What follows belongs to an exercise in optimizing a design on an open flow for small area, a short achievable clock period and few clock cycles per item; a production flow would make more cautious choices.
At most, simulation tests tie the RTL to the original design; equivalence was not proved.
No functional check of the RTL was part of run 6.
Power figures rest on the tool's default switching activity, not on a simulated workload.

==> flow/design.v (outline; a module is shown in full before it is edited, if it fits) <==
// module scm_div2: 30 lines
// module scm_sq1: 336 lines
// module scm_sq2: 388 lines
// module scm_keep: 455 lines
// module sigma_clipped_mean_unit: 212 lines
module sigma_clipped_mean_unit (
    input  logic        i_clk,
    input  logic        i_rst_n,
    input  logic        s_axis_tvalid,
    output logic        s_axis_tready,
    input  logic [15:0] s_axis_tdata,    
    output logic        m_axis_tvalid,
    input  logic        m_axis_tready,
    output logic [31:0] m_axis_tdata     
);
  // ...
==> flow/flow/run.sh <==
#!/bin/bash
set -euo pipefail
MARGIN=6.5
EXTRA="SETUP_SLACK_MARGIN=${MARGIN} BUFFER_PORTS_ARGS=-buffer_cell\\\\ sky130_fd_sc_hd__buf_2"
sed "s|\"\${@:-finish}\"|${EXTRA} \"\${@:-finish}\"|" standard.sh > standard_tuned.sh
grep -q "SETUP_SLACK_MARGIN=${MARGIN}" standard_tuned.sh
bash standard_tuned.sh finish > flow_make.log 2>&1
==> flow/standard.sh <==
#!/bin/bash
# synth_recipe.tcl (not shown) runs the flow's synth.tcl, then flattens the netlist and writes it again
# the make line also repeats each setting of config.mk as NAME=value (left out here)
make -C /OpenROAD-flow-scripts/flow DESIGN_CONFIG=/design/flow/config.mk WORK_HOME=/design/flow/orfs CLKGATE_MAP_FILE= SYNTH_SCRIPT=/design/flow/synth_recipe.tcl "${@:-finish}"
==> flow/config.mk <==
export PLATFORM = sky130hd
export DESIGN_NAME = sigma_clipped_mean_unit
export DESIGN_NICKNAME = sigma_clipped_mean_unit
export VERILOG_FILES = /design/flow/design.v
export SDC_FILE = /design/flow/constraint.sdc
export NUM_CORES = 4
export LEC_CHECK = 0
export ABC_CLOCK_PERIOD_IN_PS = 3000
export CAP_MARGIN = 20
export CORE_MARGIN = 2
export CORE_UTILIZATION = 65
export SLEW_MARGIN = 20
==> flow/constraint.sdc <==
create_clock -name core_clock -period 10.0 [get_ports {i_clk}]
set_input_delay 2.0000 -clock core_clock [delete_from_list [all_inputs] [get_ports {i_clk}]]
set_output_delay 2.0000 -clock core_clock [all_outputs]
set_load 0.01 [all_outputs]
==> results by group, run 1 <==
Outcome
  – Status: finished clean

Synth
  – Post-synth top area cell: dfxtp_1
  – Xor/xnor cell area share of the yosys netlist: 1.97%
  – Synth Area in Simple Gates: between 10% and 20%
  – Adder-cell share of the synthesized area: roughly 27%

Power and ir drop
  – Pwr top: sequential cells
  – VDD IR max: around 0.19 mV
  – Internal Power: ~0.0062 W
  – Flip-flop and latch power: about 0.0036 W
  – Clock-net power: between 0.002 and 0.003 W
  – Clock network fraction of total power: around 32%

Global route
  – Vias in the first global route: 23572
  – Met1 GRT Util: a little over two fifths
  – Number of antenna violations at the first check in global routing: 5
  – Met3 GRT Util: ~5.6%

Setup path
  – Reg2reg end: r_e2s[24]
  – Cell depth of the worst flop-to-flop path: 9
  – Critical Path, Cell by Cell: clkinvlp_4 -> buf_4 -> fa_1 -> inv_1 -> fa_1 -> fa_1 -> fa_1 -> inv_1 -> fa_1
  – Levels on crit path: 9
  – CP delay by family, top: adder cells

Placed design
  – GPL Wtd Cong: approximately 0.90

Drt
  – Routed wl met3: a little over 5000 um
  – WL/cell: between 15 and 20 um

STA
  – Final setup vio count: 0
  – Setup TNS: 0 ns
  – Worst setup margin: between 6 and 7 ns
  – Crit path time final: roughly 3.4 ns

CTS
  – Hold-fix buffers, CTS: 0
  – Clk root buf: clkbuf_16

Finish
  – Area Growth Syn to Fin: 10.8%
  – Plain + repair buffers: 95

Floorplan
  – Starting Density: between 60% and 70%
  – FP Rows: 86
  – Die width: 239 um

Worst hold path
  – Hold Crit Class: reg2reg

Run
  – Max-Cap Viols: 0
Testbench counts, summed over its fixed seeds: cycles 3,528, items 192.
==> run 2, diff against run 1 <==
--- a/flow/flow/run.sh
+++ b/flow/flow/run.sh
@@ -2,3 +2,3 @@
 set -euo pipefail
-MARGIN=6.5
+MARGIN=7.0
 EXTRA="SETUP_SLACK_MARGIN=${MARGIN} BUFFER_PORTS_ARGS=-buffer_cell\\\\ sky130_fd_sc_hd__buf_2"
--- a/flow/config.mk
+++ b/flow/config.mk
@@ -11,2 +11,4 @@
 export CORE_UTILIZATION = 65
+export CTS_CLUSTER_DIAMETER = 80
+export CTS_CLUSTER_SIZE = 24
 export SLEW_MARGIN = 20
==> run 2 against run 1 <==
  * Worst setup slack improved by 0.16 ns
  * Clock-buffer cell count down 53
  * Non-clock buffer count rose by 181
  * Hold slack gained 0.0059 ns
  * Critical path depth increased by 1
  * Synthesized cell count unchanged
  * Sequential share of layout area fell by 1.0 points
==> results by group, run 2 <==
Floorplan
  – # IOs: between 50 and 60
  – Die width: 239 um (unchanged)
  – Die area: ~57000 um^2
  – CORE AREA: 54900 um^2
  – FP Rows: 86 (unchanged)
  – Starting Density: 65.5% (unchanged)
  – Die height: 239 um

Synth
  – Top-count cell post-synth: dfxtp_1
  – Post-Syn Area: between 30000 and 40000 um^2
  – Yosys top cell area share: approximately a third
  – Post-synth top area cell: dfxtp_1
  – Register area share after synthesis: between 40% and 50%
  – Synthesized area per cell: between 10 and 15 um^2
  – EDFF count, synth: between 100 and 150
  – Synthesized netlist cell count: between 3000 and 4000
  – Synth Flop Type: dfxtp_1
  – Synth async-reset ratio: 0%
  – Synthesis-stage register bit count: about 750
  – Synth top area cells: dfxtp_1 (34%), fa_1 (21%), edfxtp_1 (11%), ha_1 (6.5%), inv_1 (6.2%)
  – Yosys warnings: 2
  – Cell variety after synth: 63
  – Commonest cells in the netlist: dfxtp_1 (613), inv_1 (593), fa_1 (371), nand2_1 (295), and2_1 (251)

Global route
  – Largest net degree at the start of global routing: between 70 and 80
  – Global-route wire length before repair: about 130000 um
  – Grt ovf: 0
  – Vias in the first global route: 23578 (+0.025%)
  – Number of antenna violations at the first check in global routing: 11 (+6)
  – Total track usage: a little under a third

Setup path
  – Startpoint types: flip-flop
  – R2R setup slack: roughly 6.7 ns
  – Crit path kind: reg2reg
  – Crit. End Element: flip-flop
  – Reg2reg end: r_e2c[21]
  – Crit path max fanout: 11
  – Reg-to-Reg Start: r_d[2]
  – Worst path required time: around 10 ns
  – Cell depth of the worst flop-to-flop path: 10 (+1)
  – Data arrival, critical path: about 3.8 ns

STA
  – Period Utilization, post-route: 32.6%
  – Max-slew violations: 0
  – Setup TNS: 0 ns (unchanged)
  – Worst setup margin: 6.74 ns (+0.162 ns)
  – Crit path time final: 3.26 ns (-0.162 ns)
  – Slew margin rel.: 31.2%
  – Hold Fails Final Rpt: 0
  – Least-Margin Pin Slew: ~1.0 ns
  – Max Freq: between 300 and 400 MHz
  – Final setup vio count: 0 (unchanged)
  – RSZ-0062 raised after global routing: yes
  – Skew final: slightly above 0.03 ns

Power and ir drop
  – Power per Cell Area: between 200 and 250 nW/um^2
  – Leakage: roughly 19 nW
  – VDD IR max: 0.181 mV (-4.1%)

Finish
  – Layout cells sized above 1: a little under a fifth
  – Most frequent cells in the layout: dfxtp_1 (569), inv_1 (530), fa_1 (286)
  – Largest register by flop count: r_x
  – # fillers: about 3800
  – Number of nets in the layout: between 4000 and 5000
  – Area Growth Syn to Fin: 14.1%
  – Most common cell after layout, fill and taps aside: dfxtp_1
  – Regs by FF count: r_x x304, r_tc x41
  – Max FFs per register: 304

CTS
  – Max clock buf depth: 3
  – Register clock-pin slew on the reported worst setup and hold paths: around 0.09 ns
  – Hold-fix buffers, CTS: 0 (unchanged)
  – Clk root buf: clkbuf_16
  – H-Tree Depth: 2
  – CTS Sinks: 746
  – Clock latency on the worst-skew pair: roughly 0.63 ns
  – TritonCTS buffer count: 40
  – CTS tree: done

Drt
  – WL/cell: 20.5 um (+4.2%)
  – DR vias/cell: around 5.5
  – Starting DRT DRC Count: between 1500 and 2000
  – Drt drc: 0
  – Drt pass-1 iters: 5
  – DR vias: between 20000 and 25000
  – Final ANT Viol Nets: 0
  – Final wirelength: between 80000 and 90000 um

Placed design
  – DP HPWL: a little under 60000 um
  – Worst slack, placed: approximately 6.1 ns
  – GPL Wtd Cong: 0.883 (-2.5%)
  – Port Buffer Count: 50

Outcome
  – Status: finished clean

Worst hold path
  – Hold Crit Class: reg2reg
  – Hold Startpoint: r_x[273]
  – Endpoint, Worst Hold: r_x[289]
  – WHS Path Cells: 0

Run
  – Max-Cap Viols: 0 (unchanged)
==> run 2: metal layers <==
| metal | vias up | wire, um | global-route usage (%) |
|---|---|---|---|
| met3 | 186 | 7750 | 6.07 |
| li1 | 10595 | - | - |
| met5 | - | 64 | 0 |
| met1 | 11413 | 36600 | 44.1 |
| met2 | 874 | 39500 | 48.1 |
| met4 | 10 | 2840 | 9.58 |
==> run 2: power breakdown <==
group          internal [W]  switching (W)
clock              0.000818        0.00102
combinational       0.00135        0.00171
sequential          0.00337       0.000215
==> run 2: worst max path at each step <==
stage	endpoint	startpoint	slack (ns)	cells after the start
after floorplan	r_e2c[21]	r_d[18]	6.83	10
final	r_e2c[21]	r_d[2]	6.74	10
after global routing	r_e2c[21]	r_d[2]	6.70	10
after CTS	r_e2c[21]	r_d[2]	6.74	10
after global placement	r_qc[2]	i_rst_n	6.18	4
after detailed placement	r_qs[8]	i_rst_n	6.10	4
==> run 2: through the flow <==
stage | utilization [%] | hold WS (ns) | total power (W) | instance area (um^2) | cells
6_report | 74.8 | 0.320 | 0.00849 | 41000 | 4230
5_1_grt | 74.8 | 0.326 | 0.00904 | 41000 | 4230
4_1_cts | 73.0 | 0.310 | 0.00837 | 40100 | 4170
3_5_place_dp | 67.2 | 0.312 | 0.00629 | 36900 | 3953
3_3_place_gp | 67.2 | 0.310 | 0.00619 | 36900 | 3953
2_1_floorplan | - | 0.310 | 0.00538 | 36200 | 3293
==> run 2: what timing repair did <==
item | CTS | global route
pin swaps | 52 | 74
buffers inserted | 148 | 58
gates cloned | 3 | 0
gates resized for setup | 239 | 173
endpoints found under the setup margin | 168 | 124
==> run 2: critical path, stage by stage, from the launching register on <==
cell and delay [ns]:
dfxtp_4 0.36, buf_12 0.14, and2_4 0.14, fa_1 0.47, inv_1 0.05, fa_1 0.48, inv_1 0.05, fa_1 0.47
inv_1 0.05, fa_1 0.50, fa_2 0.43
==> run 2: cell type report <==
| cell class | count | area (um^2) | area share (%) |
|---|---|---|---|
| inverters | 602 | 2360 | 5.76 |
| well taps | 704 | 881 | 2.15 |
| diodes | 2 | 5.00 | 0.0122 |
| multi-input cells | 1834 | 17700 | 43.2 |
| clock inverters | 17 | 216 | 0.528 |
| repair buffers | 276 | 2350 | 5.72 |
| flip-flops and latches | 746 | 16400 | 40.0 |
| clock buffers | 49 | 1070 | 2.60 |
==> run 2: logic make-up after synthesis <==
kind of cell    synth area share, %
compound gates                 5.90
xor+xnor                       1.97
fa+ha+maj                      27.2
buf+inv                        7.50
flops                          45.2
mux                           0.849
other cells                  0.0104
simple gates                   11.3
==> run 3, diff against run 2 <==
--- a/flow/flow/run.sh
+++ b/flow/flow/run.sh
@@ -2,3 +2,3 @@
 set -euo pipefail
-MARGIN=7.0
+MARGIN=6.0
 EXTRA="SETUP_SLACK_MARGIN=${MARGIN} BUFFER_PORTS_ARGS=-buffer_cell\\\\ sky130_fd_sc_hd__buf_2"
==> run 3 against run 2 <==
  * Area after synthesis is the same
  * Register-to-register slack lost 0.71 ns
  * Sequential power is essentially flat
  * Routed wire length shrank 8.7%
  * Critical endpoint is now r_e2s[22]
  * Sequential cell count is the same
  * Clock-buffer cell count grew 7
  * Highest routed layer unchanged
  * Synthesized cell count is the same
  * Die area is the same
  * Critical path depth shrank 3
==> results by group, run 3 <==
Synth
  – Yosys top cell area share: 34.1% (unchanged)
  – Synth Area in Compound Gates: 5.90% (unchanged)
  – Register area share after synthesis: 45.2% (unchanged)
  – Synthesized area per cell: 10.9 um^2 (unchanged)
  – Synthesis-stage register bit count: 746 (unchanged)
  – Post-Syn Area: 36000 um^2 (unchanged)
  – EDFF count, synth: 133 (unchanged)
  – Largest family of logic cells by synthesized area: adder cells
  – Synth top area cells: dfxtp_1 (34%), fa_1 (21%), edfxtp_1 (11%), ha_1 (6.5%), inv_1 (6.2%)
  – Commonest cells in the netlist: dfxtp_1 (613), inv_1 (593), fa_1 (371), nand2_1 (295), and2_1 (251)
  – Synthesized netlist cell count: 3291 (unchanged)
  – Synth async-reset ratio: 0% (unchanged)
  – Top-count cell post-synth: dfxtp_1
  – Xor/xnor cell area share of the yosys netlist: 1.97% (unchanged)
  – Synth Flop Type: dfxtp_1
  – Cell variety after synth: 63 (unchanged)
  – Yosys warnings: 2 (unchanged)
  – Adder-cell share of the synthesized area: 27.2% (unchanged)
  – Post-synth top area cell: dfxtp_1
  – Multiplexer share of the synthesized area: 0.849% (unchanged)
  – Synth Area in Simple Gates: 11.3% (unchanged)

CTS
  – CTS Sinks: 746 (unchanged)
  – CTS tree: done
  – Clk root buf: clkbuf_16
  – Clock latency on the worst-skew pair: 0.63 ns (about the same)
  – Register clock-pin slew on the reported worst setup and hold paths: 0.09 ns (about the same)
  – TritonCTS buffer count: 41 (+2.5%)
  – H-Tree Depth: 2 (unchanged)
  – Hold-fix buffers, CTS: 0 (unchanged)
  – Max clock buf depth: 3 (unchanged)

Setup path
  – Critical path's slowest cell: dfxtp_1
  – Startpoint types: flip-flop
  – CP bufs+invs: 1 (-3)
  – Crit path from: r_d[3]
  – CP peak stage delay: 1.02 ns (+0.52 ns)
  – Crit. End Element: flip-flop
  – Critical Path, Cell by Cell: and2_1 -> fa_1 -> fa_1 -> fa_1 -> inv_1 -> fa_1 -> fa_1
  – Reg-to-Reg Start: r_d[3]
  – Crit path max fanout: 21 (+10)
  – CP dominant cell by count: fa_1
  – CP delay by family, top: adder cells
  – Worst path required time: 10.45 ns (-0.04 ns)
  – Crit path kind: reg2reg
  – Data arrival, critical path: 4.42 ns (+0.67 ns)

Drt
  – DR vias: 21856 (-5.3%)
  – Drt drc: 0 (unchanged)
  – DR vias/cell: 5.43 (-0.52%)
  – Drt pass-1 iters: 7 (+2)
  – Final wirelength: 79200 um (-8.7%)
  – Final ANT Viol Nets: 0 (unchanged)
  – Starting DRT DRC Count: 1506 (-17%)
  – WL/cell: 19.7 um (-4.1%)

Power and ir drop
  – Leakage: 17.6 nW (-5.8%)
  – VDD IR max: 0.167 mV (-7.9%)
  – Power per Cell Area: 212 nW/um^2 (+2.5%)

Finish
  – Regs by FF count: r_x x304, r_tc x41
  – Max FFs per register: 304 (unchanged)
  – N_diodes: 0 (-2)
  – Number of nets in the layout: 3875 (-5.0%)
  – Area Growth Syn to Fin: 6.31%
  – Non-Filler Cell Area, Final: 38200 um^2 (-6.8%)
  – Layout cells sized above 1: 5.18% (-13 points)
  – # fillers: 4134 (+10%)
  – Most common cell after layout, fill and taps aside: dfxtp_1
  – Largest register by flop count: r_x
  – Most frequent cells in the layout: dfxtp_1 (600), inv_1 (593), fa_1 (371)

STA
  – Setup TNS: 0 ns (unchanged)
  – Max Freq: 252 MHz (-18%)
  – Crit path time final: 3.97 ns (+0.712 ns)
  – Least-Margin Pin Slew: 1.06 ns (+0.0260 ns)
  – Final setup vio count: 0 (unchanged)
  – Max-slew violations: 0 (unchanged)
  – Period Utilization, post-route: 39.7% (+7.1 points)
  – Slew margin rel.: 29.1% (-2.1 points)
  – RSZ-0062 raised after global routing: no
  – Hold Fails Final Rpt: 0 (unchanged)
  – Skew final: 0.0347 ns (+0.00350 ns)

Floorplan
  – FP Rows: 86 (unchanged)
  – Starting Density: 65.5% (unchanged)
  – Die width: 239 um (unchanged)
  – Die area: 57200 um^2 (unchanged)
  – # IOs: 54 (unchanged)
  – CORE AREA: 54900 um^2 (unchanged)
  – Die height: 239 um (unchanged)

Global route
  – Global-route wire length before repair: 127000 um (-4.6%)
  – Vias in the first global route: 22998 (-2.5%)
  – Number of antenna violations at the first check in global routing: 6 (-5)
  – Total track usage: 29.1% (-1.8 points)
  – Largest net degree at the start of global routing: 75 (unchanged)
  – Grt ovf: 0 (unchanged)

Outcome
  – Status: finished clean

Placed design
  – GPL Wtd Cong: 0.905 (+2.5%)
  – Port Buffer Count: 50 (unchanged)
  – Post-DP Area: 36800 um^2 (about the same)
  – DP HPWL: 58900 um (+0.47%)

Run
  – Max-Cap Viols: 0 (unchanged)

Worst hold path
  – Hold Crit Class: reg2reg
  – Hold Startpoint: r_x[208]
## run 3: cell counts after synthesis
Identical to the previous run, type by type.
## run 3: report_power, final
group | internal, W | switching [W] | total [W] | leakage, nW
Clock | 0.000861 | 0.00103 | 0.00189 | 0.655
Sequential | 0.00338 | 0.000214 | 0.00359 | 6.32
Combinational | 0.00112 | 0.00151 | 0.00262 | 10.6
Total | 0.00535 | 0.00276 | 0.00811 | 17.6
## run 3: kinds of logic after synthesis
group | after synthesis
simple gates | 832
flops | 746
buf+inv | 714
fa+ha+maj | 559
compound gates | 329
xor+xnor | 81
mux | 29
other cells | 1
## run 3: what timing repair did
action,4_1_cts,5_1_grt
setup endpoints to repair,2,8
buffers inserted,0,0
gates resized for setup,2,8
## run 3: worst paths after layout
path / cells after the start / slack (ns) / end
worst max register to register: 7 / 6.03 / r_e2s[22]
worst min-delay path: 0 / 0.32 / r_x[224]
worst min register to register: 0 / 0.32 / r_x[224]
worst max-delay path: 7 / 6.03 / r_e2s[22]
## run 3: final cells by class
cell class,instances,area (um^2),area share (%)
multi-input combinational,1833,17000,44.5
sequential,746,16300,42.6
clock buffer,56,1120,2.94
tap,704,881,2.30
clock inverter,14,248,0.648
inverter,602,2260,5.91
timing repair buffer,72,415,1.09
## run 3: worst register-to-register path, cell delays in order, from the launching register on
cell     delay [ns]
dfxtp_1        1.02
and2_1         0.29
fa_1           0.44
fa_1           0.44
fa_1           0.54
inv_1          0.05
fa_1           0.47
fa_1           0.54
## run 3: through the flow
step	worst slack, ns	cells	hold slack [ns]	util (%)	total power (W)
6_report	6.03	4027	0.325	69.6	0.00811
5_1_grt	6.00	4027	0.334	69.6	0.00872
4_1_cts	6.01	4027	0.329	69.6	0.00817
3_5_place_dp	5.85	3957	0.312	67.1	0.00624
3_3_place_gp	5.94	3957	0.309	67.1	0.00614
2_1_floorplan	6.70	3293	0.310	-	0.00536
## run 3: routing by layer
layer  part of all wire (%)  wire length [um]  vias up  global-route usage [%]
li1                       -                 -    10160                       -
met1                     45             35800    10979                    41.8
met2                     46             36500      595                    46.4
met3                    6.6              5200      120                    4.91
met4                    2.2              1720        2                    7.14
met5                  0.019                15        -                       0
==> run 4, diff against run 3 <==
--- a/flow/flow/run.sh
+++ b/flow/flow/run.sh
@@ -2,3 +2,3 @@
 set -euo pipefail
-MARGIN=6.0
+MARGIN=6.5
 EXTRA="SETUP_SLACK_MARGIN=${MARGIN} BUFFER_PORTS_ARGS=-buffer_cell\\\\ sky130_fd_sc_hd__buf_2"
==> run 4 against run 3 <==
  * Non-clock buffer count is 24 higher
  * Via count is 0.64% higher
  * Clock power hardly changed
  * Utilization is 0.63 points higher
  * Sequential share of layout area is 0.18 points lower
  * Critical endpoint is now r_e2c[26]
==> results by group, run 4 <==
Placed design
  – Post-DP Area: 36800 um^2 (unchanged)
  – Port Buffer Count: 50 (unchanged)
  – GPL Wtd Cong: 0.905 (unchanged)
  – DP HPWL: 58900 um (unchanged)
  – Worst slack, placed: 5.85 ns (unchanged)

Setup path
  – Cell depth of the worst flop-to-flop path: 9 (+2)
  – Worst path required time: 10.49 ns (+0.04 ns)
  – Crit. End Element: flip-flop
  – Crit path kind: reg2reg
  – Data arrival, critical path: 3.91 ns (-0.51 ns)
  – Crit path max fanout: 14 (-33%)
  – Startpoint types: flip-flop

STA
  – Max-slew violations: 0 (unchanged)
  – RSZ-0062 raised after global routing: yes
  – Hold Fails Final Rpt: 0 (unchanged)
  – Least-Margin Pin Slew: 1.06 ns (+0.00322 ns)
  – Crit path time final: 3.42 ns (-0.547 ns)
  – Worst setup margin: 6.58 ns (+0.547 ns)
  – Slew margin rel.: 28.9% (-0.22 points)
  – Final setup vio count: 0 (unchanged)
  – Skew final: 0.0338 ns (-0.000856 ns)
  – Max Freq: 292 MHz (+16%)
  – Period Utilization, post-route: 34.2% (-5.5 points)
  – Setup TNS: 0 ns (unchanged)

Finish
  – Regs by FF count: r_x x304, r_tc x41
  – Layout cells sized above 1: 6.99% (+1.8 points)
  – Number of nets in the layout: 3899 (+0.62%)
  – Largest register by flop count: r_x
  – Max FFs per register: 304 (unchanged)
  – Area occupied by multi-input gates: 17100 um^2 (+0.23%)
  – Most common cell after layout, fill and taps aside: inv_1
  – Storage element area: 16400 um^2 (+0.48%)
  – # fillers: 4099 (-0.85%)
  – Most frequent cells in the layout: inv_1 (586), dfxtp_1 (582), fa_1 (369)
  – Non-Filler Cell Area, Final: 38600 um^2 (+0.91%)
  – Area Growth Syn to Fin: 7.28%

CTS
  – CTS tree: done
  – TritonCTS buffer count: 41 (unchanged)
  – Clk root buf: clkbuf_16
  – CTS Sinks: 746 (unchanged)
  – Clock latency on the worst-skew pair: 0.63 ns (about the same)
  – H-Tree Depth: 2 (unchanged)
  – Max clock buf depth: 3 (unchanged)
  – Register clock-pin slew on the reported worst setup and hold paths: 0.09 ns (about the same)

Synth
  – Yosys warnings: 2 (unchanged)
  – Commonest cells in the netlist: dfxtp_1 (613), inv_1 (593), fa_1 (371), nand2_1 (295), and2_1 (251)
  – Post-synth top area cell: dfxtp_1
  – Synth top area cells: dfxtp_1 (34%), fa_1 (21%), edfxtp_1 (11%), ha_1 (6.5%), inv_1 (6.2%)
  – EDFF count, synth: 133 (unchanged)
  – Multiplexer share of the synthesized area: 0.849% (unchanged)
  – Top-count cell post-synth: dfxtp_1
  – Synth Flop Type: dfxtp_1
  – Synthesized area per cell: 10.9 um^2 (unchanged)
  – Synthesis-stage register bit count: 746 (unchanged)
  – Synth async-reset ratio: 0% (unchanged)
  – Post-Syn Area: 36000 um^2 (unchanged)
  – Yosys top cell area share: 34.1% (unchanged)
  – Synth Area in Simple Gates: 11.3% (unchanged)
  – Largest family of logic cells by synthesized area: adder cells
  – Register area share after synthesis: 45.2% (unchanged)
  – Synth Area in Compound Gates: 5.90% (unchanged)
  – Cell variety after synth: 63 (unchanged)
  – Adder-cell share of the synthesized area: 27.2% (unchanged)
  – Xor/xnor cell area share of the yosys netlist: 1.97% (unchanged)
  – Synthesized netlist cell count: 3291 (unchanged)

Global route
  – Global-route wire length before repair: 127000 um (+0.14%)
  – Largest net degree at the start of global routing: 75 (unchanged)
  – Total track usage: 29.1% (about the same)
  – Vias in the first global route: 23036 (+0.17%)
  – Number of antenna violations at the first check in global routing: 4 (-2)
  – Grt ovf: 0 (unchanged)

Floorplan
  – # IOs: 54 (unchanged)
  – CORE AREA: 54900 um^2 (unchanged)
  – Die width: 239 um (unchanged)
  – Die height: 239 um (unchanged)
  – Starting Density: 65.5% (unchanged)
  – Die area: 57200 um^2 (unchanged)
  – FP Rows: 86 (unchanged)

Drt
  – DR vias: 21995 (+0.64%)
  – Final wirelength: 79700 um (+0.57%)
  – Starting DRT DRC Count: 1374 (-8.8%)
  – Final ANT Viol Nets: 0 (unchanged)
  – Drt drc: 0 (unchanged)
  – WL/cell: 19.7 um (about the same)
  – Drt pass-1 iters: 6 (-1)
  – DR vias/cell: 5.43 (about the same)

Power and ir drop
  – VDD IR max: 0.166 mV (-0.14%)
  – Leakage: 17.7 nW (+0.70%)
  – Power per Cell Area: 211 nW/um^2 (-0.40%)

Worst hold path
  – WHS Path Cells: 0 (unchanged)
  – Hold Crit Class: reg2reg

Run
  – Max-Cap Viols: 0 (unchanged)

Outcome
  – Status: finished clean
run 4: cell count changes in the layout (fill, tap and decap cells not counted), moves of 3 or more:
cell	delta
clkinvlp_4	+8
dfxtp_2	-4
clkinv_1	-5
clkinv_2	+3
buf_4	+22
dfxtp_1	-18
dfxtp_4	+22
inv_1	-7
run 4: power breakdown:
| group | internal [W] | switching (W) | total, W |
|---|---|---|---|
| Clock | 0.000861 | 0.00104 | 0.00190 |
| Combinational | 0.00114 | 0.00153 | 0.00267 |
| Sequential | 0.00337 | 0.000213 | 0.00359 |
run 4: timing repair:
action | in CTS | in global routing
resized for setup | 45 | 32
hold buffers | 0 | 0
endpoints found under the setup margin | 39 | 24
setup buffers | 7 | 17
run 4: area by class of cell:
type | count | area share, %
Antenna cell | 1 | 0.00649
Sequential cell | 746 | 42.4
Multi-Input combinational cell | 1833 | 44.2
Inverter | 602 | 5.97
Tap cell | 704 | 2.28
Clock inverter | 14 | 0.642
Clock buffer | 56 | 2.92
Timing Repair Buffer | 96 | 1.56
run 4: final timing paths:
path,from,end,slack (ns)
hold / removal,r_x[208],r_x[224],0.32
setup / recovery,r_d[12],r_e2c[26],6.58
setup reg to reg,r_d[12],r_e2c[26],6.58
hold reg to reg,r_x[208],r_x[224],0.32
run 4: kinds of logic (layout without fill, tap and decap cells):
| kind of cell | count (synthesis) | count (layout) |
|---|---|---|
| AOI/OAI and AO/OA | 329 | 329 |
| DFF | 746 | 746 |
| xor gates and xnor gates | 81 | 81 |
| and+or+nand+nor | 832 | 832 |
| other | 1 | 4 |
| buffers and inverters | 714 | 768 |
| muxes | 29 | 29 |
| adders and majority gates | 559 | 559 |
run 4: metal layers:
layer	vias to the layer above	GRT usage [%]	part of all wire (%)
met5	-	0	0
met4	0	7.41	2.2
met3	112	4.40	5.8
met2	588	46.4	46
met1	11077	42.2	46
li1	10218	-	-
run 4: stage by stage:
step | hold WS [ns] | instances | util, % | power, W
floorplan | 0.310 | 3293 | - | 0.00536
global placement | 0.309 | 3957 | 67.1 | 0.00614
detailed placement | 0.312 | 3957 | 67.1 | 0.00624
CTS | 0.329 | 4034 | 69.9 | 0.00818
global route | 0.334 | 4051 | 70.3 | 0.00876
finish | 0.324 | 4052 | 70.3 | 0.00815
run 4: worst max-delay path, stage by stage (launching register included):
cell and delay (ns):
dfxtp_1 0.33, buf_4 0.30, clkinv_2 0.30, fa_1 0.56
fa_1 0.42, fa_1 0.38, inv_1 0.08, fa_1 0.41
inv_1 0.08, fa_1 0.43
==> run 5, diff against run 4 <==
==> flow/flow/run.sh (replaced) <==
#!/bin/bash
set -euo pipefail
MARGIN=6.5
sed 's/yosys synth -nofsm -noshare /yosys synth -nofsm -noshare -noabc /' synth_recipe.tcl > synth_recipe_noabc.tcl
grep -q -- "-noabc" synth_recipe_noabc.tcl
EXTRA="SETUP_SLACK_MARGIN=${MARGIN} BUFFER_PORTS_ARGS=-buffer_cell\\\\ sky130_fd_sc_hd__buf_2"
sed -e "s|synth_recipe\.tcl|synth_recipe_noabc.tcl|" \
    -e "s|\"\${@:-finish}\"|${EXTRA} \"\${@:-finish}\"|" standard.sh > standard_tuned.sh
grep -q "SETUP_SLACK_MARGIN=${MARGIN}" standard_tuned.sh
grep -q "synth_recipe_noabc.tcl" standard_tuned.sh
bash standard_tuned.sh finish > flow_make.log 2>&1
==> run 5 against run 4 <==
  * Design area down 2.0%
  * Total power fell by 3.4%
  * Register-to-register slack about the same
  * Sequential cell count stayed put
  * Largest cell class unchanged
  * Hold slack worse by 0.0043 ns
==> results by group, run 5 <==
Outcome
  – Status: finished clean

Synth
  – Adder-cell share of the synthesized area: 28.4% (+1.2 points)
  – Multiplexer share of the synthesized area: 1.20% (+0.35 points)
  – Synth Flop Type: dfxtp_1
  – EDFF count, synth: 133 (unchanged)
  – Commonest cells in the netlist: dfxtp_1 (613), fa_1 (371), and2_1 (336), inv_1 (309), ha_1 (208)
  – Register area share after synthesis: 46.0% (+0.74 points)
  – Cell variety after synth: 64 (+1.6%)
  – Synthesized area per cell: 11.9 um^2 (+8.7%)
  – Post-synth top area cell: dfxtp_1
  – Synthesis-stage register bit count: 746 (unchanged)
  – Yosys top cell area share: 34.7% (+0.56 points)
  – Synth async-reset ratio: 0% (unchanged)
  – Synth Area in Compound Gates: 6.24% (+0.34 points)
  – Synth Area in Simple Gates: 11.6% (+0.30 points)
  – Xor/xnor cell area share of the yosys netlist: 1.98% (+0.0040 points)
  – Yosys warnings: 2 (unchanged)
  – Synthesized netlist cell count: 2980 (-9.5%)
  – Synth top area cells: dfxtp_1 (35%), fa_1 (21%), edfxtp_1 (11%), ha_1 (7.4%), and2_1 (5.9%)
  – Largest family of logic cells by synthesized area: adder cells
  – Top-count cell post-synth: dfxtp_1
  – Post-Syn Area: 35400 um^2 (-1.6%)

Finish
  – Most common cell after layout, fill and taps aside: dfxtp_1
  – Layout cells sized above 1: 7.39% (+0.40 points)
  – Max FFs per register: 304 (unchanged)
  – Number of nets in the layout: 3592 (-7.9%)
  – Storage element area: 16400 um^2 (about the same)
  – Most frequent cells in the layout: dfxtp_1 (583), fa_1 (370), and2_1 (336)
  – Regs by FF count: r_x x304, r_tc x41
  – # fillers: 3930 (-4.1%)
  – Area occupied by multi-input gates: 17600 um^2 (+3.2%)
  – Largest register by flop count: r_x
  – Area Growth Syn to Fin: 6.81%

Setup path
  – CP peak stage delay: 0.59 ns (+0.03 ns)
  – Crit path max fanout: 2 (-12)
  – Crit. End Element: flip-flop
  – Critical path's slowest cell: fa_1
  – Crit path kind: reg2reg
  – Startpoint types: flip-flop
  – Critical Path, Cell by Cell: fa_1 -> fa_1 -> ha_4 -> nand4_1 -> o22ai_1 -> nor4_2 -> o221ai_2 -> a221oi_4 -> o221ai_2 -> a211oi_2 -> xnor2_1
  – Worst path required time: 10.53 ns (+0.04 ns)
  – Data arrival, critical path: 3.97 ns (+0.06 ns)

Drt
  – DR vias: 20516 (-6.7%)
  – Final ANT Viol Nets: 0 (unchanged)
  – WL/cell: 19.6 um (-0.53%)
  – Drt drc: 0 (unchanged)
  – DR vias/cell: 5.52 (+1.7%)
  – Final wirelength: 72700 um (-8.8%)
  – Drt pass-1 iters: 5 (-1)
  – Starting DRT DRC Count: 1151 (-16%)

CTS
  – TritonCTS buffer count: 40 (-2.4%)
  – Clk root buf: clkbuf_16
  – CTS Sinks: 746 (unchanged)
  – Max clock buf depth: 3 (unchanged)
  – Clock latency on the worst-skew pair: 0.60 ns (-0.03 ns)
  – Register clock-pin slew on the reported worst setup and hold paths: 0.10 ns (about the same)
  – CTS tree: done
  – Hold-fix buffers, CTS: 0 (unchanged)
  – H-Tree Depth: 2 (unchanged)

Power and ir drop
  – Internal Power: 0.00531 W (-1.2%)
  – Net Sw Frac: 32.5% (-1.5 points)
  – Clock network fraction of total power: 22.8% (-0.5 points)
  – Logic gate share of total power: 31.4% (-1.3 points)
  – Leakage: 16.8 nW (-5.2%)
  – Psw: 0.00256 W (-7.8%)
  – VDD IR max: 0.152 mV (-8.7%)
  – Power per Cell Area: 208 nW/um^2 (-1.4%)
  – Flop pwr share: 45.8% (+1.8 points)

Floorplan
  – Starting Density: 65.7% (+0.22 points)
  – Die height: 237 um (-0.79%)
  – # IOs: 54 (unchanged)
  – Die area: 56300 um^2 (-1.6%)
  – CORE AREA: 53800 um^2 (-1.9%)
  – Die width: 237 um (-0.79%)
  – FP Rows: 85 (-1.2%)

Placed design
  – GPL Wtd Cong: 0.888 (-1.9%)
  – DP HPWL: 52500 um (-11%)
  – Port Buffer Count: 50 (unchanged)

Global route
  – Grt ovf: 0 (unchanged)
  – Total track usage: 27.2% (-1.9 points)
  – Number of antenna violations at the first check in global routing: 1 (-3)
  – Largest net degree at the start of global routing: 75 (unchanged)
  – Global-route wire length before repair: 119000 um (-6.5%)
  – Vias in the first global route: 21863 (-5.1%)

STA
  – Hold Fails Final Rpt: 0 (unchanged)
  – Max-slew violations: 0 (unchanged)
  – Slew margin rel.: 34.4% (+5.5 points)
  – Least-Margin Pin Slew: 0.982 ns (-0.0801 ns)
  – Final setup vio count: 0 (unchanged)
  – Period Utilization, post-route: 34.4% (+0.13 points)
  – Setup TNS: 0 ns (unchanged)
  – Crit path time final: 3.44 ns (+0.0131 ns)
  – Skew final: 0.0231 ns (-0.0107 ns)
  – Max Freq: 291 MHz (-0.38%)
  – RSZ-0062 raised after global routing: yes
  – Hold_ws: 0.319 ns (-0.00434 ns)

Worst hold path
  – Hold Crit Class: reg2reg

Run
  – Max-Cap Viols: 0 (unchanged)
==> run 5: area by class of cell <==
cell class                 instances  area share [%]
antenna                            1         0.00662
clock buffer                      54            2.92
clock inverter                    13           0.397
inverter                         318            3.18
multi-input combinational       1807            46.6
sequential                       746            43.3
tap                              696            2.30
timing repair buffer              80            1.33
==> run 5: cell families after synthesis <==
| logic type | after synthesis |
|---|---|
| simple gates | 791 |
| flops | 746 |
| fa+ha+maj | 579 |
| buf+inv | 429 |
| compound gates | 315 |
| xor+xnor | 79 |
| mux | 40 |
| other cells | 1 |
==> run 5: through the flow <==
step | instances | area, um^2 | power [W] | utilization [%] | worst slack, ns
floorplan | 2982 | 35400 | 0.00528 | - | 6.65
global placement | 3638 | 36200 | 0.00595 | 67.4 | 5.97
detailed placement | 3638 | 36200 | 0.00603 | 67.4 | 5.96
CTS | 3705 | 37600 | 0.00793 | 69.9 | 6.50
global route | 3714 | 37800 | 0.00844 | 70.2 | 6.46
finish | 3715 | 37800 | 0.00787 | 70.2 | 6.56
==> run 5: power groups by stage <==
stage	clock network (W)	registers, W	logic, W
finish	0.00180	0.00361	0.00247
global route	0.00195	0.00364	0.00285
CTS	0.00184	0.00362	0.00247
detailed placement	0	0.00369	0.00235
global placement	0	0.00368	0.00227
floorplan	0	0.00357	0.00171
==> run 5: worst max-delay path: cells and delay by family, from the launching register on <==
kind	cells	cell delay, ns
xor+xnor	1	0.15
compound gates	5	1.08
flops	1	0.40
fa+ha+maj	3	1.34
simple gates	2	0.41
==> run 5: path summary, 6_finish.rpt <==
path	start	to	slack, ns	depth (start not counted)
worst max register to register	r_ts[5]	r_keep	6.56	11
worst min-delay path	r_x[282]	r_x[298]	0.32	0
worst max-delay path	r_ts[5]	r_keep	6.56	11
worst min register to register	r_x[282]	r_x[298]	0.32	0
==> run 5: repair_timing <==
item,CTS,global route
pin swaps,1,10
buffers inserted,0,8
gates resized for setup,48,22
setup endpoints to repair,39,11
==> run 5: layer usage <==
layer  share of wire, %  vias to the layer above  track usage (%)
li1                   -                     9558                -
met2                 47                      474             43.5
met4                2.4                        2             7.66
met3                4.7                       92             3.62
met5              0.021                        -                0
met1                 46                    10390             39.3
==> module sigma_clipped_mean_unit, before the edit <==
module sigma_clipped_mean_unit (
    input  logic        i_clk,
    input  logic        i_rst_n,
    input  logic        s_axis_tvalid,
    output logic        s_axis_tready,
    input  logic [15:0] s_axis_tdata,    
    output logic        m_axis_tvalid,
    input  logic        m_axis_tready,
    output logic [31:0] m_axis_tdata     
);
    localparam int TAIL = RING_LEN - 1;
    logic [RING_LEN-1:0][15:0] r_x;
    logic [RING_LEN-1:0]       r_v;       
    logic [RING_LEN-1:0]       r_p;       
    logic                      r_ev1;     
    logic                      r_ev2;     
    logic                      r_ev3;     
    logic                      r_keep;    
    logic [15:0]               r_xt;      
    logic                      r_ready;   
    logic                      r_full;    
    logic [3:0]                r_fill;
    logic                      r_lpar;    
    logic signed [SUM_BITS-1:0] r_s;
    logic [QSUM_BITS-1:0]      r_qs, r_qc;
    logic                      r_epar;    
    logic [4:0]                r_ecnt;    
    logic                      r_s2;      
    logic                      r_sp;      
    logic signed [SUM_BITS-1:0] r_sthr;
    logic [DEV_BITS-1:0]       r_d;
    logic [DSQ_BITS-1:0]       r_e2s, r_e2c;    
    logic [DSQ_BITS-1:0]       r_ts, r_tc;   
    logic signed [SUM_BITS-1:0] r_ks;
    logic [4:0]                r_k;
    logic [4:0]                r_kcnt;
    logic                      r_busy, r_ovalid;
    logic [3:0]                r_dcnt;
    logic [3:0]                r_rem;
    logic [23:0]               r_quo;
    logic [4:0]                r_kd;
    logic [5:0]                r_kd3;     
    wire tail_rec = r_v[TAIL] & ~r_ev2;
    wire accept   = s_axis_tvalid & r_ready;
    assign s_axis_tready = r_ready;
    wire div_idle = ~r_busy & ~r_ovalid;
    wire edone    = r_ecnt[4];
    wire launch   = r_full & edone & div_idle;
    wire full_nxt = (r_full & ~launch) | (accept & (r_fill == 4'd15));
    wire cons     = r_v[TAP] & (r_p[TAP] == r_epar) & ~edone;   
    wire ready_nxt = ~(r_v[TAP] & ~cons) & ~full_nxt;
    always_ff @(posedge i_clk) begin
        r_x <= {r_x[RING_LEN-2:1], tail_rec ? r_x[TAIL] : r_x[0],
                accept ? s_axis_tdata : 16'd0};
        r_p <= {r_p[RING_LEN-2:1], tail_rec ? r_p[TAIL] : r_p[0], r_lpar};
        if (!i_rst_n) begin
            r_v     <= '0;
            r_ready <= 1'b1;
        end else begin
            r_v     <= {r_v[RING_LEN-2:1], tail_rec | r_v[0], accept};
            r_ready <= ready_nxt;
        end
    end
    wire signed [SUM_BITS-1:0] s_next = r_s + SUM_BITS'($signed(r_x[0]));
    logic [QSUM_BITS-1:0] qs_next, qc_next;
    scm_sq1 u_sq1 (
        .i_x  (r_x[0]),
        .i_qs (r_qs),
        .i_qc (r_qc),
        .o_s  (qs_next),
        .o_c  (qc_next)
    );
    always_ff @(posedge i_clk) begin
        r_s  <= (launch || !i_rst_n) ? SUM_BITS'(0) : s_next;
        r_qs <= (r_s2 || !i_rst_n) ? QSUM_BITS'(0) : qs_next;
        r_qc <= (r_s2 || !i_rst_n) ? QSUM_BITS'(0) : qc_next;
        if (!i_rst_n) begin
            r_full <= 1'b0;
            r_fill <= '0;
            r_lpar <= 1'b0;
        end else begin
            r_full <= full_nxt;
            if (accept) begin
                r_fill <= r_fill + 1'b1;
            end
            if (launch) begin
                r_lpar <= ~r_lpar;
            end
        end
    end
    wire signed [DEV_BITS-1:0] d_tap = {r_x[TAP][15], r_x[TAP], 4'b0000} - DEV_BITS'(r_sthr);
    logic [DSQ_BITS-1:0] e2s_next, e2c_next;
    scm_sq2 u_sq2 (
        .i_d (r_d),
        .o_s (e2s_next),
        .o_c (e2c_next)
    );
    logic [DSQ_BITS-1:0] t_u, t_v;
    logic                keep;      
    scm_keep u_keep (
        .i_ts   (r_ts),
        .i_tc   (r_tc),
        .i_e2s  (r_e2s),
        .i_e2c  (r_e2c),
        .o_u    (t_u),
        .o_v    (t_v),
        .o_keep (keep)
    );
    always_ff @(posedge i_clk) begin
        r_d   <= launch ? DEV_BITS'(s_next) : d_tap;
        r_e2s <= e2s_next;
        r_e2c <= e2c_next;
        if (launch) begin
            r_sthr <= s_next;
            r_epar <= r_lpar;
        end
        if (r_s2) begin
            r_ts <= {r_qs, 4'b0000};
            r_tc <= {r_qc, 4'b0000};
        end else if (r_sp) begin
            r_ts <= t_u;
            r_tc <= t_v;
        end
        if (!i_rst_n) begin
            r_ecnt <= 5'd16;
            r_ev1  <= 1'b0;
            r_ev2  <= 1'b0;
            r_s2   <= 1'b0;
            r_sp   <= 1'b0;
        end else begin
            r_ev1 <= cons;
            r_ev2 <= r_ev1;
            r_s2  <= launch;
            r_sp  <= r_s2;
            if (launch) begin
                r_ecnt <= '0;
            end else if (cons) begin
                r_ecnt <= r_ecnt + 1'b1;
            end
        end
    end
    wire xfer = r_kcnt[4] & div_idle;
    wire signed [SUM_BITS-1:0] ks_add = r_ks + SUM_BITS'($signed(r_xt));
    always_ff @(posedge i_clk) begin
        r_xt   <= r_x[TAIL];
        r_keep <= keep;
        if (!i_rst_n) begin
            r_ev3  <= 1'b0;
            r_ks   <= '0;
            r_k    <= '0;
            r_kcnt <= '0;
        end else begin
            r_ev3 <= r_ev2;
            if (xfer) begin
                r_ks   <= '0;
                r_k    <= '0;
                r_kcnt <= '0;
            end else if (r_ev3) begin
                r_kcnt <= r_kcnt + 1'b1;
                if (r_keep) begin
                    r_ks <= ks_add;
                    r_k  <= r_k + 1'b1;
                end
            end
        end
    end
    logic [3:0] rem_next;
    logic [1:0] quo_bits;
    wire        ks_neg   = r_ks[SUM_BITS-1];
    wire  [3:0] rem_init = r_ks[SUM_BITS-1:16] + (ks_neg ? r_k[3:0] : 4'd0);
    wire  [7:0] num_low  = ks_neg ? 8'(r_k - 1'b1) : 8'h00;
    scm_div2 u_div (
        .i_rem (r_rem),
        .i_num (r_quo[23:22]),
        .i_div (r_kd),
        .i_div3(r_kd3),
        .o_rem (rem_next),
        .o_quo (quo_bits)
    );
    always_ff @(posedge i_clk) begin
        if (xfer) begin
            r_rem <= rem_init;
            r_quo <= {r_ks[15:0], num_low};
            r_kd  <= r_k;
            r_kd3 <= {1'b0, r_k} + {r_k, 1'b0};
        end else if (r_busy) begin
            r_rem <= rem_next;
            r_quo <= {r_quo[21:0], quo_bits};
        end
        if (!i_rst_n) begin
            r_busy   <= 1'b0;
            r_ovalid <= 1'b0;
            r_dcnt   <= '0;
        end else begin
            if (xfer) begin
                r_busy <= 1'b1;
                r_dcnt <= '0;
            end else if (r_busy) begin
                r_dcnt <= r_dcnt + 1'b1;
                if (r_dcnt == 4'd11) begin
                    r_busy   <= 1'b0;
                    r_ovalid <= 1'b1;
                end
            end
            if (r_ovalid && m_axis_tready) begin
                r_ovalid <= 1'b0;
            end
        end
    end
    assign m_axis_tvalid = r_ovalid;
    assign m_axis_tdata  = {3'b000, r_kd, r_quo};
endmodule
==> run 6, diff against run 5 <==
--- a/flow/design.v
+++ b/flow/design.v
@@ -1234,5 +1234,2 @@
     logic                      r_ev2;     
-    logic                      r_ev3;     
-    logic                      r_keep;    
-    logic [15:0]               r_xt;      
     logic                      r_ready;   
@@ -1360,8 +1357,5 @@
     wire xfer = r_kcnt[4] & div_idle;
-    wire signed [SUM_BITS-1:0] ks_add = r_ks + SUM_BITS'($signed(r_xt));
+    wire signed [SUM_BITS-1:0] ks_add = r_ks + SUM_BITS'($signed(r_x[TAIL]));
     always_ff @(posedge i_clk) begin
-        r_xt   <= r_x[TAIL];
-        r_keep <= keep;
         if (!i_rst_n) begin
-            r_ev3  <= 1'b0;
             r_ks   <= '0;
@@ -1369,14 +1363,11 @@
             r_kcnt <= '0;
-        end else begin
-            r_ev3 <= r_ev2;
-            if (xfer) begin
-                r_ks   <= '0;
-                r_k    <= '0;
-                r_kcnt <= '0;
-            end else if (r_ev3) begin
-                r_kcnt <= r_kcnt + 1'b1;
-                if (r_keep) begin
-                    r_ks <= ks_add;
-                    r_k  <= r_k + 1'b1;
-                end
+        end else if (xfer) begin
+            r_ks   <= '0;
+            r_k    <= '0;
+            r_kcnt <= '0;
+        end else if (r_ev2) begin
+            r_kcnt <= r_kcnt + 1'b1;
+            if (keep) begin
+                r_ks <= ks_add;
+                r_k  <= r_k + 1'b1;
             end
==> flow/flow/run.sh (replaced) <==
#!/bin/bash
set -euo pipefail
MARGIN=6.5
EXTRA="SETUP_SLACK_MARGIN=${MARGIN} BUFFER_PORTS_ARGS=-buffer_cell\\\\ sky130_fd_sc_hd__buf_2"
sed "s|\"\${@:-finish}\"|${EXTRA} \"\${@:-finish}\"|" standard.sh > standard_tuned.sh
grep -q "SETUP_SLACK_MARGIN=${MARGIN}" standard_tuned.sh
bash standard_tuned.sh finish > flow_make.log 2>&1
--- a/flow/config.mk
+++ b/flow/config.mk
@@ -11,4 +11,2 @@
 export CORE_UTILIZATION = 65
-export CTS_CLUSTER_DIAMETER = 80
-export CTS_CLUSTER_SIZE = 24
 export SLEW_MARGIN = 20
==> run 6 against run 5 <==
  * Still clean
  * Register-to-register slack worse by 0.50 ns
  * Clock skew grew 0.0079 ns
  * Worst setup slack got worse by 0.50 ns
  * Utilization is 3.1 points higher
  * Critical path type unchanged
  * Critical endpoint is now r_ks[19]
  * Largest cell class unchanged
  * Largest power group unchanged
  * Highest routed layer is now met4
==> results by group, run 6 <==
Placed design
  – Port Buffer Count: 50 (unchanged)
  – DP HPWL: 53900 um (+2.7%)
  – Worst slack, placed: 5.66 ns (-0.301 ns)
  – GPL Wtd Cong: 0.857 (-3.5%)

Drt
  – Drt drc: 0 (unchanged)
  – Starting DRT DRC Count: 1341 (+17%)
  – WL/cell: 18.3 um (-6.4%)
  – Final wirelength: 75000 um (+3.2%)
  – Drt pass-1 iters: 6 (+1)
  – DR vias: 21881 (+6.7%)
  – Final ANT Viol Nets: 0 (unchanged)
  – DR vias/cell: 5.34 (-3.3%)

STA
  – Least-Margin Pin Slew: 1.05 ns (+0.0712 ns)
  – Slew margin rel.: 29.8% (-4.6 points)
  – RSZ-0062 raised after global routing: yes
  – Period Utilization, post-route: 39.4% (+5.0 points)
  – Setup TNS: 0 ns (unchanged)
  – Skew final: 0.0310 ns (+0.00785 ns)
  – Worst setup margin: 6.06 ns (-0.504 ns)
  – Final setup vio count: 0 (unchanged)
  – Hold_ws: 0.313 ns (-0.00592 ns)
  – Hold Fails Final Rpt: 0 (unchanged)
  – Max Freq: 254 MHz (-13%)
  – Max-slew violations: 0 (unchanged)
  – Crit path time final: 3.94 ns (+0.504 ns)

Synth
  – Synthesized netlist cell count: 3266 (+9.6%)
  – Post-Syn Area: 35600 um^2 (+0.66%)
  – Synth top area cells: dfxtp_1 (33%), fa_1 (21%), edfxtp_1 (11%), ha_1 (6.6%), inv_1 (6.4%)
  – Cell variety after synth: 69 (+7.8%)
  – Synth Flop Type: dfxtp_1
  – Post-synth top area cell: dfxtp_1
  – Synthesized area per cell: 10.9 um^2 (-8.2%)
  – Yosys warnings: 2 (unchanged)
  – EDFF count, synth: 133 (unchanged)
  – Commonest cells in the netlist: inv_1 (607), dfxtp_1 (595), fa_1 (371), nand2_1 (296), and2_1 (248)
  – Top-count cell post-synth: inv_1
  – Synthesis-stage register bit count: 728 (-2.4%)
  – Yosys top cell area share: 33.5% (-1.2 points)
  – Synth async-reset ratio: 0% (unchanged)
  – Register area share after synthesis: 44.7% (-1.3 points)

Global route
  – Number of antenna violations at the first check in global routing: 0 (-1)
  – Global-route wire length before repair: 122000 um (+3.0%)
  – Total track usage: 27.8% (+0.64 points)
  – Largest net degree at the start of global routing: 86 (+15%)
  – Grt ovf: 0 (unchanged)
  – Vias in the first global route: 23348 (+6.8%)

Power and ir drop
  – Leakage: 18.3 nW (+8.6%)
  – Power per Cell Area: 226 nW/um^2 (+8.3%)
  – VDD IR max: 0.179 mV (+18%)
  – Total power: 0.00894 W (+14%)

Outcome
  – Status: finished clean

Floorplan
  – FP Rows: 85 (unchanged)
  – Die width: 238 um (+0.32%)
  – Die height: 238 um (+0.32%)
  – Starting Density: 65.9% (+0.17 points)
  – Die area: 56700 um^2 (+0.65%)
  – CORE AREA: 54000 um^2 (+0.40%)
  – # IOs: 54 (unchanged)

CTS
  – CTS Sinks: 728 (-2.4%)
  – TritonCTS buffer count: 74 (+85%)
  – CTS tree: done
  – H-Tree Depth: 3 (+1)
  – Register clock-pin slew on the reported worst setup and hold paths: 0.06 ns (-0.04 ns)
  – Hold-fix buffers, CTS: 0 (unchanged)
  – Max clock buf depth: 3 (unchanged)
  – Clk root buf: clkbuf_16
  – Clock latency on the worst-skew pair: 0.63 ns (+0.03 ns)

Setup path
  – Reg-to-Reg Start: r_ts[30]
  – Crit path from: r_ts[30]
  – Crit path max fanout: 16 (+14)
  – Crit. End Element: flip-flop
  – Data arrival, critical path: 4.46 ns (+0.49 ns)
  – Crit path kind: reg2reg
  – Worst path required time: 10.52 ns (about the same)
  – Startpoint types: flip-flop

Worst hold path
  – Hold Crit Class: reg2reg
  – Hold Startpoint: r_x[119]

Finish
  – Number of nets in the layout: 3918 (+9.1%)
  – Most frequent cells in the layout: inv_1 (596), dfxtp_1 (566), fa_1 (368)
  – Max FFs per register: 304 (unchanged)
  – Largest register by flop count: r_x
  – Regs by FF count: r_x x304, r_tc x41
  – Layout cells sized above 1: 9.39% (+2.0 points)
  – Area Growth Syn to Fin: 11.3%
  – Layout Utilization: 73.3% (+3.1 points)
  – # fillers: 3791 (-3.5%)
  – Most common cell after layout, fill and taps aside: inv_1

Run
  – Max-Cap Viols: 0 (unchanged)
-- run 6: worst max-delay path, cell delays in order, from the launching register on --
cell	delay (ns)
edfxtp_1	0.39
fa_1	0.51
inv_1	0.05
fa_1	0.53
inv_2	0.06
ha_4	0.26
and4_4	0.23
nand4_1	0.22
nor4_2	0.29
o311a_4	0.27
o31a_1	0.18
buf_12	0.14
nor2_4	0.04
buf_12	0.15
or3b_1	0.37
mux2i_1	0.12
-- run 6: path summary, 6_finish.rpt --
kind / slack [ns] / end / cells after the start
worst min-delay path: 0.31 / r_x[135] / 0
worst max register to register: 6.06 / r_ks[19] / 15
worst max-delay path: 6.06 / r_ks[19] / 15
worst min register to register: 0.31 / r_x[135] / 0
-- run 6: layout make-up --
cell class                      instances  area (um^2)  share of cell area [%]
Timing Repair Buffer                  102          701                    1.77
Antenna cell                            1         2.50                 0.00632
Clock buffer                           94         2080                    5.26
Clock inverter                         42          479                    1.21
Multi-Input combinational cell       1821        17200                    43.3
Sequential cell                       728        16000                    40.4
Tap cell                              696          871                    2.20
Inverter                              612         2340                    5.90
-- run 6: through the flow --
step	area, um^2	cells
floorplan	35600	3268
global placement	36500	3926
detailed placement	36500	3927
CTS	39300	4081
global route	39600	4095
finish	39600	4096
-- run 6: cell families after synthesis --
| family | after synthesis | synth area share (%) |
|---|---|---|
| flops | 728 | 44.7 |
| buf+inv | 720 | 7.72 |
| xor+xnor | 80 | 2.01 |
| fa+ha+maj | 559 | 27.5 |
| compound gates | 311 | 5.42 |
| simple gates | 821 | 11.4 |
| mux | 46 | 1.34 |
| other cells | 1 | 0.0105 |
-- run 6: repair_timing --
item,in CTS,in global routing
gates cloned,1,0
hold endpoints to repair,0,0
gates resized for setup,50,44
pin swaps,17,6
buffers inserted,17,14
setup endpoints to repair,67,41
-- run 6: power by group --
group          switching, W  internal, W
Clock               0.00120      0.00164
Combinational       0.00147      0.00115
Sequential         0.000182      0.00330
Total               0.00285      0.00608
-- run 6: layer usage --
| layer | GRT usage [%] | routed length, um | vias up | share of wire, % |
|---|---|---|---|---|
| met5 | 0 | 0 | - | 0 |
| met4 | 9.92 | 2410 | 0 | 3.2 |
| met3 | 4.28 | 3940 | 144 | 5.3 |
| met2 | 45.0 | 35400 | 583 | 47 |
| met1 | 38.5 | 33300 | 10896 | 44 |
| li1 | - | - | 10258 | - |

## afterwards: timing with drivers on the ports
How much do the figures lean on ideal ports? The routed layouts below were timed once more, with nothing changed but the port constraints.
Step 1, drivers: a clkbuf_16 drives i_clk and a buf_2 each remaining input, both assumed.
Step 2, shift: input delay + t, output delay - t, t = (earliest + latest rising clock arrival at the registers) / 2. This alone moves slack from input paths to output paths.
Slacks: ideal ports / drivers / drivers and shift; pairs: ideal ports / drivers.
run | shift t [ns] | setup slack, ns | latest minus earliest clock arrival (ns)
run 1 | 0.686 | 6.579 / 6.579 / 6.003 | 0.046 / 0.046
run 2 | 0.671 | 6.741 / 6.729 / 6.451 | 0.034 / 0.034
run 3 | 0.674 | 6.029 / 6.029 / 6.009 | 0.037 / 0.037
run 4 | 0.676 | 6.576 / 6.576 / 5.999 | 0.037 / 0.036
run 5 | 0.659 | 6.563 / 6.563 / 6.151 | 0.031 / 0.031
run 6 | 0.677 | 6.058 / 6.058 / 6.058 | 0.032 / 0.032
After both steps every run listed still meets setup and hold. The setup slack of run 4, which loses most, moves by 0.000 ns with the drivers and by -0.577 ns with both steps.
